From an optimization exercise on the open Yosys and OpenROAD flow, aimed at small area, a short achievable clock period and few clock cycles per item; shortcuts taken in it are not production practice. In this exercise RTL edits were held to simulation tests only and were not proved equivalent to the original.

==> build 55: inputs <==
==> flow/design.v <==
module proof_emul #(
  parameter int BMAX = 256
) (
  input  logic            clk_i,
  input  logic            arst_ni,
  input  logic            istr_i,
  input  logic [BMAX-1:0] modp_i,
  input  logic [BMAX-1:0] opa_i,
  input  logic [BMAX-1:0] opb_i,
  output logic            busy_o,
  output logic            vlid_o,
  output logic            ierr_o,
  output logic [BMAX-1:0] prod_o
);
  localparam int W  = 261;    
  localparam int WT = 263;    
  localparam int G  = 252;    
  logic [255:0] p_r, a_r;
  logic [257:0] b_r;
  logic [W-1:0] ss_r, sc_r;
  logic       busy_r, vlid_r;
  logic       m_norm, m_loop, m_res, m_rot;
  logic       first_r, c1_r, cor_r;
  logic [7:0] cnt_r;
  logic [6:0] sh_r;
  logic          mx4, mx1;
  logic [WT-1:0] xs, ys, yq, zd, mp, s1, c1, c1s, s2, c2;
  logic [2:0]    win;
  logic          dsel1, dsel2, dneg;
  logic          qsel1, qsel2, qneg;
  logic signed [12:0] te2, pe1, pe3;
  logic [WT-1:0] pw1, pw2;
  logic          sc_zero, s_neg;
  logic          est_p2, est_p1, est_m1, est_m2;
  assign mx4 = (m_loop & ~first_r) | m_rot;
  assign mx1 = ~(m_loop | m_rot);
  assign win   = m_loop ? b_r[257:255] : 3'b000;
  assign dsel1 = win[1] ^ win[0];
  assign dsel2 = (win[2] & ~win[1] & ~win[0]) | (~win[2] & win[1] & win[0]);
  assign dneg  = win[2] & ~(win[1] & win[0]);
  always_comb begin
    xs = '0;
    ys = '0;
    if (mx4) begin
      xs = {ss_r, 2'b00};
      ys = {sc_r, 2'b00};
    end else if (mx1) begin
      xs = {2'b00, ss_r};
      ys = {2'b00, sc_r};
    end
    xs[0] = xs[0] | dneg;
    zd = ({7'b0, a_r} & {WT{dsel1}}) | ({6'b0, a_r, 1'b0} & {WT{dsel2}});
    zd = zd ^ {WT{dneg}};
    if (m_rot) zd[5:4] = ss_r[259:258];
  end
  assign te2 = 13'(signed'(11'(xs[WT-1:G] + ys[WT-1:G] + zd[WT-1:G]))) <<< 1;
  assign pe1 = 13'({5'b0, p_r[255:248]});
  assign pe3 = pe1 + (pe1 <<< 1);
  assign est_p2 = (te2 >= pe3);
  assign est_p1 = (te2 >= pe1);
  assign est_m1 = (te2 >= -pe1);
  assign est_m2 = (te2 >= -pe3);
  assign sc_zero = (sc_r == '0);
  assign s_neg   = ss_r[W-1];
  always_comb begin
    qsel1 = 1'b0;
    qsel2 = 1'b0;
    qneg  = 1'b0;
    if (m_loop) begin
      qsel2 = est_p2 | ~est_m2;
      qsel1 = (est_p1 & ~est_p2) | (~est_m1 & est_m2);
      qneg  = est_p1;                  
    end else if (m_res) begin
      qsel1 = sc_zero & s_neg & ~cor_r;   
    end
  end
  assign pw1 = {3'b0, p_r, 4'b0};
  assign pw2 = {2'b0, p_r, 5'b0};
  always_comb begin
    mp = (pw1 & {WT{qsel1}}) | (pw2 & {WT{qsel2}});
    mp = mp ^ {WT{qneg}};
    yq = ys;
    yq[0] = yq[0] | qneg;
    s1  = xs ^ yq ^ zd;
    c1  = (xs & yq) | (xs & zd) | (yq & zd);
    c1s = {c1[WT-2:0], 1'b0};
    s2  = s1 ^ c1s ^ mp;
    c2  = (s1 & c1s) | (s1 & mp) | (c1s & mp);
  end
  always_ff @(posedge clk_i) begin
    ss_r <= s2[W-1:0];
    sc_r <= {c2[W-2:0], 1'b0};
  end
  always_ff @(posedge clk_i) begin
    if (istr_i) begin
      p_r <= modp_i;
      a_r <= opa_i;
    end else if (m_norm) begin
      p_r <= p_r << 2;
    end
    b_r <= istr_i ? {2'b00, opb_i} : (b_r << 2);
  end
  always_ff @(posedge clk_i or negedge arst_ni) begin
    if (!arst_ni) begin
      busy_r  <= 1'b0;
      vlid_r  <= 1'b0;
      m_norm  <= 1'b0;
      m_loop  <= 1'b0;
      m_res   <= 1'b0;
      m_rot   <= 1'b0;
      first_r <= 1'b0;
      c1_r    <= 1'b0;
      cor_r   <= 1'b0;
      cnt_r   <= '0;
      sh_r    <= '0;
    end else if (istr_i) begin
      busy_r  <= 1'b1;
      vlid_r  <= 1'b0;
      m_norm  <= ~(modp_i[255] | modp_i[254]);
      m_loop  <= modp_i[255] | modp_i[254];
      m_res   <= 1'b0;
      m_rot   <= 1'b0;
      first_r <= 1'b1;
      c1_r    <= 1'b1;
      cor_r   <= 1'b0;
      cnt_r   <= 8'd130;
      sh_r    <= '0;
    end else begin
      vlid_r <= 1'b0;
      c1_r   <= 1'b0;
      if (m_norm) begin
        sh_r <= sh_r + 7'd1;
        if ((p_r[253:252] != 2'b00) || (sh_r == 7'd126)) begin
          m_norm <= 1'b0;
          m_loop <= 1'b1;
        end
      end
      if (m_loop) begin
        first_r <= 1'b0;
        cnt_r   <= cnt_r - 8'd1;
        if (cnt_r == 8'd0) begin
          m_loop <= 1'b0;
          m_res  <= 1'b1;
        end
      end
      if (m_res && sc_zero) begin
        if (s_neg && !cor_r) begin
          cor_r <= 1'b1;
        end else begin
          m_res <= 1'b0;
          if (sh_r == 7'd0) begin
            busy_r <= 1'b0;
            vlid_r <= 1'b1;
          end else begin
            m_rot <= 1'b1;
            cnt_r <= 8'd127 - {1'b0, sh_r};
          end
        end
      end
      if (m_rot) begin
        cnt_r <= cnt_r - 8'd1;
        if (cnt_r == 8'd0) begin
          m_rot  <= 1'b0;
          busy_r <= 1'b0;
          vlid_r <= 1'b1;
        end
      end
    end
  end
  assign busy_o = busy_r;
  assign vlid_o = vlid_r;
  assign prod_o = ss_r[259:4];
  logic err_r;
  always_ff @(posedge clk_i) begin
    if (c1_r) err_r <= (a_r >= p_r) | (b_r[255:0] >= p_r) | ~p_r[0];
  end
  assign ierr_o = vlid_r & err_r;
endmodule
==> flow/run.sh <==
#!/bin/bash
# synth_recipe.tcl (not shown) runs the flow's synth.tcl, then flattens the netlist and writes it again
# the make line also repeats each setting of config.mk as NAME=value (left out here)
make -C /OpenROAD-flow-scripts/flow DESIGN_CONFIG=/design/flow/config.mk WORK_HOME=/design/flow/orfs CLKGATE_MAP_FILE= SYNTH_SCRIPT=/design/flow/synth_recipe.tcl finish
==> flow/config.mk <==
export PLATFORM = sky130hd
export DESIGN_NAME = proof_emul
export DESIGN_NICKNAME = proof_emul
export VERILOG_FILES = /design/flow/design.v
export SDC_FILE = /design/flow/constraint.sdc
export NUM_CORES = 4
export LEC_CHECK = 0
export CAP_MARGIN = 20
export CORE_MARGIN = 2
export CORE_UTILIZATION = 40
export SLEW_MARGIN = 20
==> flow/constraint.sdc <==
create_clock -name core_clock -period 17.5 [get_ports {clk_i}]
set_input_delay 3.5000 -clock core_clock [delete_from_list [all_inputs] [get_ports {clk_i}]]
set_output_delay 3.5000 -clock core_clock [all_outputs]
set_load 0.01 [all_outputs]
==> trial 8 (differences from build 55) <==
==> flow/design.v (replaced) <==
module proof_emul #(
  parameter int BMAX = 256
) (
  input  logic            clk_i,
  input  logic            arst_ni,
  input  logic            istr_i,
  input  logic [BMAX-1:0] modp_i,
  input  logic [BMAX-1:0] opa_i,
  input  logic [BMAX-1:0] opb_i,
  output logic            busy_o,
  output logic            vlid_o,
  output logic            ierr_o,
  output logic [BMAX-1:0] prod_o
);
  localparam int CW = $clog2(BMAX) + 1;
  typedef enum logic {IDLE, RUN} state_t;
  state_t          state, state_nxt;
  logic [BMAX-1:0] p_r, a_r, b_r;
  logic [BMAX:0]   acc;
  logic [CW-1:0]   cnt;
  logic [BMAX:0]   t1, t2;
  logic            last;
  function automatic logic [BMAX:0] mod_sub(input logic [BMAX:0] x, input logic [BMAX-1:0] p);
    mod_sub = (x >= {1'b0, p}) ? x - {1'b0, p} : x;
  endfunction
  always_comb begin
    t1 = mod_sub(acc << 1, p_r);
    t2 = mod_sub(t1 + (b_r[BMAX-1] ? {1'b0, a_r} : '0), p_r);
  end
  assign last   = (state == RUN) && (cnt == CW'(1));
  assign busy_o = (state == RUN);
  always_comb begin
    state_nxt = state;
    if (istr_i)    state_nxt = RUN;
    else if (last) state_nxt = IDLE;
  end
  always_ff @(posedge clk_i or negedge arst_ni) begin
    if (!arst_ni) state <= IDLE;
    else          state <= state_nxt;
  end
  always_ff @(posedge clk_i or negedge arst_ni) begin
    if (!arst_ni) begin
      p_r    <= '0;
      a_r    <= '0;
      b_r    <= '0;
      acc    <= '0;
      cnt    <= '0;
      prod_o <= '0;
      vlid_o <= 1'b0;
    end else begin
      vlid_o <= 1'b0;
      if (istr_i) begin
        p_r <= modp_i;
        a_r <= opa_i;
        b_r <= opb_i;
        acc <= '0;
        cnt <= CW'(BMAX);
      end else if (state == RUN) begin
        acc <= t2;
        b_r <= b_r << 1;
        cnt <= cnt - CW'(1);
        if (last) begin
          prod_o <= t2[BMAX-1:0];
          vlid_o <= 1'b1;
        end
      end
    end
  end
  logic err_r;
  always_ff @(posedge clk_i or negedge arst_ni) begin
    if (!arst_ni)    err_r <= 1'b0;
    else if (istr_i) err_r <= (opa_i >= modp_i) | (opb_i >= modp_i) | ~modp_i[0];
  end
  assign ierr_o = vlid_o & err_r;
endmodule
==> build 60 (differences from build 55) <==
ABC_CLOCK_PERIOD_IN_PS = 4000   (was not set)
==> comparison <==
- Between trial 8 and build 60, the lower utilization is in trial 8 (gap 0.59 points).
- Of build 55 and trial 8, build 55 has the higher sequential share of layout area (gap 8.5 points).
- Between build 60 and trial 8, the lower critical path depth is in build 60 (gap 44).
- Between build 55 and trial 8, the lower fmax is in trial 8 (gap 72%, measured against trial 8).
- In trial 8 the routed wire length is larger than in build 60, by 79%.
- Against build 55, the worst hold slack of trial 8 is higher by 0.020 ns.
Testbench counts of build 55, summed over its fixed seeds: cycles 26,724, items 192.
Testbench counts of trial 8, summed over its fixed seeds: cycles 49,344, items 192.
Testbench counts of build 60, summed over its fixed seeds: cycles 26,724, items 192.

## afterwards: timing with drivers on the ports
The flow's constraints put no driver on any port. The routed layouts listed below were extracted and timed again, unchanged, in two steps. Step 1, drivers: a clkbuf_16 drives clk_i and a buf_2 each remaining input, both assumed. Step 2 also shifts input and output timing later by t, the mid clock arrival at the registers, as if the neighbouring blocks saw the same clock. a / b / c = ideal / step 1 / step 2; a / b = the first two.
run | shift t [ns] | setup slack, ns | hold slack, ns | worst register clock-pin slew, ns
build 55 | 0.899 | 7.614 / 7.614 / 7.614 | 0.454 / 0.454 / 0.454 | 0.06 / 0.06
trial 8 | 0.996 | 0.520 / 0.520 / 0.520 | 0.473 / 0.473 / 0.473 | 0.07 / 0.07
build 60 | 0.899 | 7.614 / 7.614 / 7.614 | 0.454 / 0.454 / 0.454 | 0.06 / 0.06
After both steps every run listed still meets setup and hold.
